This design comes from an exercise in tuning for small area and a short achievable clock period on the open sky130 flow, not from production work.
Power is estimated from default activity; no workload was simulated.

==> run B <==
==> flow/design.v <==
`default_nettype none
module rx_dma_packetizer #(
    parameter int FIFO_DEPTH    = 64,
    parameter int FRAME_SAMPLES = 256
) (
    input  logic        clk,
    input  logic        rst,
    input  logic        enable,
    input  logic        s_valid,
    input  logic [15:0] s_i,
    input  logic [15:0] s_q,
    output logic        m_axis_valid,
    input  logic        m_axis_ready,
    output logic [7:0]  m_axis_data,
    output logic        m_axis_last,
    output logic        overflow,
    output logic [15:0] drop_count,
    input  logic        clear_status
);
    localparam logic [1:0] c_ST_IDLE = 2'd0;
    localparam logic [1:0] c_ST_RUN  = 2'd1;
    localparam logic [1:0] c_ST_PAD  = 2'd2;
    logic [1:0]  r_state;
    logic [7:0]  r_wr_pos;       
    logic [7:0]  r_rd_pos;       
    logic [31:0] r_mem [0:63];
    logic        r_valid;
    logic [1:0]  r_byte_idx;
    logic [7:0]  r_data;
    logic [31:0] r_hold;
    logic        r_last;
    logic        r_overflow;
    logic [15:0] r_drop_count;
    wire w_lo_eq   = (r_wr_pos[5:0] == r_rd_pos[5:0]);
    wire w_hi_eq   = (r_wr_pos[7:6] == r_rd_pos[7:6]);
    logic r_full;                
    wire w_full    = r_full;
    wire w_empty   = w_lo_eq && w_hi_eq;
    wire w_run_acc    = (r_state == c_ST_RUN) && enable;
    wire w_in_pad     = (r_state == c_ST_PAD);
    wire w_frame_last = (r_wr_pos == 8'hFF);
    wire w_pad_write  = w_in_pad && !w_full;
    wire w_push       = (w_run_acc && s_valid && !w_full) || w_pad_write;
    wire w_drop       = w_run_acc && s_valid && w_full;
    wire w_hs      = r_valid && m_axis_ready;
    wire w_pop     = !w_empty && (!r_valid || (w_hs && (r_byte_idx == 2'd3)));
    always_ff @(posedge clk) begin
        if (rst) begin
            r_state <= c_ST_IDLE;
        end else begin
            case (r_state)
                c_ST_IDLE: if (enable) r_state <= c_ST_RUN;
                c_ST_RUN:  if (!enable) r_state <= (r_wr_pos == 8'd0) ? c_ST_IDLE : c_ST_PAD;
                c_ST_PAD:  if (w_pad_write && w_frame_last) r_state <= c_ST_IDLE;
                default:   r_state <= c_ST_IDLE;
            endcase
        end
    end
    logic [63:0] w_wr_sel;
    logic [63:0] w_rd_sel;
    logic [63:0] r_rd_sel;       
    logic [63:0] r_wr_sel;       
    logic [31:0] w_wr_data;
    logic [31:0] w_rd_data;
    assign w_wr_sel = r_wr_sel & {64{!r_full}};
    assign w_rd_sel  = r_rd_sel;
    assign w_wr_data = w_in_pad ? 32'd0 : {s_q, s_i};
    always_ff @(posedge clk) begin
        for (int k = 0; k < 64; k++) begin
            if (w_wr_sel[k]) r_mem[k] <= w_wr_data;
        end
    end
    always_comb begin
        w_rd_data = '0;
        for (int k = 0; k < 64; k++) begin
            w_rd_data = w_rd_data | ({32{w_rd_sel[k]}} & r_mem[k]);
        end
    end
    always_ff @(posedge clk) begin
        if (rst) begin
            r_wr_pos <= '0;
            r_rd_pos <= '0;
        end else begin
            if (w_push) r_wr_pos <= r_wr_pos + 8'd1;
            if (w_pop)  r_rd_pos <= r_rd_pos + 8'd1;
        end
    end
    wire w_count_63 = ((r_wr_pos + 8'd1 - r_rd_pos) == 8'd64);
    wire w_full_next = w_pop ? 1'b0 : (w_push ? w_count_63 : r_full);
    always_ff @(posedge clk) begin
        if (rst) begin
            r_full   <= 1'b0;
            r_wr_sel <= 64'd1;
        end else begin
            r_full   <= w_full_next;
            if (w_push) r_wr_sel <= {r_wr_sel[62:0], r_wr_sel[63]};
        end
    end
    always_ff @(posedge clk) begin
        if (rst) begin
            r_rd_sel <= 64'd1;
        end else if (w_pop) begin
            r_rd_sel <= {r_rd_sel[62:0], r_rd_sel[63]};
        end
    end
    always_ff @(posedge clk) begin
        if (rst) begin
            r_valid    <= 1'b0;
            r_byte_idx <= 2'd0;
            r_last     <= 1'b0;
        end else begin
            if (w_pop)
                r_valid <= 1'b1;
            else if (w_hs && (r_byte_idx == 2'd3))
                r_valid <= 1'b0;
            if (w_hs) begin
                r_byte_idx <= r_byte_idx + 2'd1;
                r_last     <= (r_byte_idx == 2'd2) && (r_rd_pos == 8'd0);
            end
        end
    end
    wire [1:0] w_idx_next = r_byte_idx + {1'b0, w_hs};
    logic [7:0] w_hold_byte;
    always_comb begin
        case (w_idx_next)
            2'd0:    w_hold_byte = r_hold[7:0];
            2'd1:    w_hold_byte = r_hold[15:8];
            2'd2:    w_hold_byte = r_hold[23:16];
            default: w_hold_byte = r_hold[31:24];
        endcase
    end
    always_ff @(posedge clk) begin
        r_data <= w_pop ? w_rd_data[7:0] : w_hold_byte;
        if (w_pop) begin
            r_hold <= w_rd_data;
        end
    end
    assign m_axis_data  = r_data;
    assign m_axis_last  = r_last;
    assign m_axis_valid = r_valid;
    always_ff @(posedge clk) begin
        if (rst) begin
            r_overflow   <= 1'b0;
            r_drop_count <= 16'd0;
        end else if (w_drop) begin
            r_overflow   <= 1'b1;
            r_drop_count <= clear_status ? 16'd1 :
                            (&r_drop_count) ? r_drop_count : r_drop_count + 16'd1;
        end else if (clear_status) begin
            r_overflow   <= 1'b0;
            r_drop_count <= 16'd0;
        end
    end
    assign overflow   = r_overflow;
    assign drop_count = r_drop_count;
endmodule
`default_nettype wire
==> flow/flow/run.sh <==
#!/bin/bash
set -o pipefail
cp standard.sh standard.sh.orig.log
cp config.mk config.mk.orig.log
echo 'export BUFFER_PORTS_ARGS = -buffer_cell sky130_fd_sc_hd__buf_4' >> config.mk
bash standard.sh > standard.log 2>&1
==> flow/standard.sh <==
#!/bin/bash
# synth_recipe.tcl (not shown) runs the flow's synth.tcl, then flattens the netlist and writes it again
# the make line also repeats each setting of config.mk as NAME=value (left out here)
make -C /OpenROAD-flow-scripts/flow DESIGN_CONFIG=/design/flow/config.mk WORK_HOME=/design/flow/orfs CLKGATE_MAP_FILE= SYNTH_SCRIPT=/design/flow/synth_recipe.tcl "${@:-finish}"
==> flow/config.mk <==
export PLATFORM = sky130hd
export DESIGN_NAME = rx_dma_packetizer
export DESIGN_NICKNAME = rx_dma_packetizer
export VERILOG_FILES = /design/flow/design.v
export SDC_FILE = /design/flow/constraint.sdc
export NUM_CORES = 4
export LEC_CHECK = 0
export CAP_MARGIN = 20
export CORE_MARGIN = 2
export CORE_UTILIZATION = 45
export CTS_BUF_LIST = sky130_fd_sc_hd__clkbuf_8
export CTS_CLUSTER_DIAMETER = 60
export CTS_CLUSTER_SIZE = 16
export SETUP_SLACK_MARGIN = 2.5
export SLEW_MARGIN = 20
export TNS_END_PERCENT = 20
export BUFFER_PORTS_ARGS = -buffer_cell sky130_fd_sc_hd__buf_4
==> flow/constraint.sdc <==
create_clock -name core_clock -period 5.0 [get_ports {clk}]
set_input_delay 1.0000 -clock core_clock [delete_from_list [all_inputs] [get_ports {clk}]]
set_output_delay 1.0000 -clock core_clock [all_outputs]
set_load 0.01 [all_outputs]
==> inputs of run R, as changes to run B <==
--- a/flow/config.mk
+++ b/flow/config.mk
@@ -9,9 +9,8 @@
 export CORE_MARGIN = 2
 export CORE_UTILIZATION = 45
-export CTS_BUF_LIST = sky130_fd_sc_hd__clkbuf_8
 export CTS_CLUSTER_DIAMETER = 60
-export CTS_CLUSTER_SIZE = 16
-export SETUP_SLACK_MARGIN = 2.5
-export SLEW_MARGIN = 20
+export CTS_CLUSTER_SIZE = 30
+export SETUP_SLACK_MARGIN = 2.6
+export SLEW_MARGIN = 70
 export TNS_END_PERCENT = 20
 export BUFFER_PORTS_ARGS = -buffer_cell sky130_fd_sc_hd__buf_4
==> inputs of run G, as changes to run B <==
--- a/flow/design.v
+++ b/flow/design.v
@@ -28,5 +28,5 @@
     logic [1:0]  r_byte_idx;
     logic [7:0]  r_data;
-    logic [31:0] r_hold;
+    logic [23:0] r_hold;
     logic        r_last;
     logic        r_overflow;
@@ -34,6 +34,5 @@
     wire w_lo_eq   = (r_wr_pos[5:0] == r_rd_pos[5:0]);
     wire w_hi_eq   = (r_wr_pos[7:6] == r_rd_pos[7:6]);
-    logic r_full;                
-    wire w_full    = r_full;
+    wire w_full    = w_lo_eq && !w_hi_eq;
     wire w_empty   = w_lo_eq && w_hi_eq;
     wire w_run_acc    = (r_state == c_ST_RUN) && enable;
@@ -60,13 +59,12 @@
     logic [63:0] w_rd_sel;
     logic [63:0] r_rd_sel;       
-    logic [63:0] r_wr_sel;       
     logic [31:0] w_wr_data;
     logic [31:0] w_rd_data;
-    assign w_wr_sel = r_wr_sel & {64{!r_full}};
+    assign w_wr_sel  = 64'd1 << r_wr_pos[5:0];
     assign w_rd_sel  = r_rd_sel;
     assign w_wr_data = w_in_pad ? 32'd0 : {s_q, s_i};
     always_ff @(posedge clk) begin
         for (int k = 0; k < 64; k++) begin
-            if (w_wr_sel[k]) r_mem[k] <= w_wr_data;
+            if (w_wr_sel[k] && !w_full) r_mem[k] <= w_wr_data;
         end
     end
@@ -84,15 +82,4 @@
             if (w_push) r_wr_pos <= r_wr_pos + 8'd1;
             if (w_pop)  r_rd_pos <= r_rd_pos + 8'd1;
-        end
-    end
-    wire w_count_63 = ((r_wr_pos + 8'd1 - r_rd_pos) == 8'd64);
-    wire w_full_next = w_pop ? 1'b0 : (w_push ? w_count_63 : r_full);
-    always_ff @(posedge clk) begin
-        if (rst) begin
-            r_full   <= 1'b0;
-            r_wr_sel <= 64'd1;
-        end else begin
-            r_full   <= w_full_next;
-            if (w_push) r_wr_sel <= {r_wr_sel[62:0], r_wr_sel[63]};
         end
     end
@@ -120,18 +107,14 @@
         end
     end
-    wire [1:0] w_idx_next = r_byte_idx + {1'b0, w_hs};
-    logic [7:0] w_hold_byte;
-    always_comb begin
-        case (w_idx_next)
-            2'd0:    w_hold_byte = r_hold[7:0];
-            2'd1:    w_hold_byte = r_hold[15:8];
-            2'd2:    w_hold_byte = r_hold[23:16];
-            default: w_hold_byte = r_hold[31:24];
-        endcase
-    end
     always_ff @(posedge clk) begin
-        r_data <= w_pop ? w_rd_data[7:0] : w_hold_byte;
         if (w_pop) begin
-            r_hold <= w_rd_data;
+            r_data <= w_rd_data[7:0];
+            r_hold <= w_rd_data[31:8];
+        end else if (w_hs) begin
+            case (r_byte_idx)
+                2'd0:    r_data <= r_hold[7:0];
+                2'd1:    r_data <= r_hold[15:8];
+                default: r_data <= r_hold[23:16];
+            endcase
         end
     end
==> flow/run.sh (new file) <==
#!/bin/bash
# synth_recipe.tcl (not shown) runs the flow's synth.tcl, then flattens the netlist and writes it again
# the make line also repeats each setting of config.mk as NAME=value (left out here)
make -C /OpenROAD-flow-scripts/flow DESIGN_CONFIG=/design/flow/config.mk WORK_HOME=/design/flow/orfs CLKGATE_MAP_FILE= SYNTH_SCRIPT=/design/flow/synth_recipe.tcl finish
--- a/flow/config.mk
+++ b/flow/config.mk
@@ -9,9 +9,6 @@
 export CORE_MARGIN = 2
 export CORE_UTILIZATION = 45
-export CTS_BUF_LIST = sky130_fd_sc_hd__clkbuf_8
 export CTS_CLUSTER_DIAMETER = 60
-export CTS_CLUSTER_SIZE = 16
+export CTS_CLUSTER_SIZE = 30
 export SETUP_SLACK_MARGIN = 2.5
 export SLEW_MARGIN = 20
-export TNS_END_PERCENT = 20
-export BUFFER_PORTS_ARGS = -buffer_cell sky130_fd_sc_hd__buf_4
removed: flow/flow/run.sh
removed: flow/standard.sh
==> comparison table <==
                                                                  run G           run R           run B
Placement Rows                                                      153             156             156
Initial DRC Count                                                 12170           12490           12190
Crit path arrival time                                          3.08 ns         3.28 ns         3.38 ns
Run status                                               finished clean  finished clean  finished clean
First-pass iteration count of the detailed router                    17              14               6
Transition time at the pin with the least slew margin          1.158 ns       0.5073 ns        1.297 ns
Slowest library cell on the worst path                           or3b_4           or4_4         nor2b_4
GR met1 Demand/Resource                                          0.4834          0.4778          0.4742
Setup skew after layout                                      0.04582 ns      0.05490 ns      0.06849 ns
Clock distribution power                                        12.5 mW         13.4 mW         9.75 mW
Number of nets produced by synthesis                               4305            4555            4555
Final core area utilization                                      0.5261          0.5455          0.5025
Classification of the worst-slack hold path                  reg -> reg      reg -> reg       in -> reg
Sum of met2 wire segment lengths after detailed routing       141700 um       146300 um       145000 um
Initial standard-cell utilization of the core                    0.4525          0.4531          0.4531
No run of this note included a check of the RTL's function; only the layout flow was run.

-- what the ideal ports hide --
The flow's constraints put no driver on any port. The routed layouts listed below were extracted and timed again, unchanged, in two steps.
Step 1 sets driving cells, clkbuf_16 on the clock port and buf_2 on the other inputs (assumed; they add their load-dependent delay and slew).
Step 2 moves the port delays by t, midway between the first and last clock arrival at a register: inputs arrive t later, outputs are due t later. That takes back most of the time a late clock gives input paths.
Slacks: ideal / step 1 / step 2; pairs: ideal / step 1.
| run | shift t [ns] | setup slack, ns | worst slew at a driven data input, ns | cell pins on the clock port's net |
|---|---|---|---|---|
| run B | 1.048 | 2.227 / 2.227 / 1.868 | 0.08 | 1 |
| run R | 0.924 | 2.307 / 2.307 / 1.920 | 0.09 | 1 |
| run G | 0.890 | 2.384 / 2.368 / 1.664 | 0.04 | 1 |
After both steps setup and hold are still met in every run listed. For run G, which loses most, drivers alone change the setup slack by -0.016 ns; drivers and shift together by -0.720 ns.
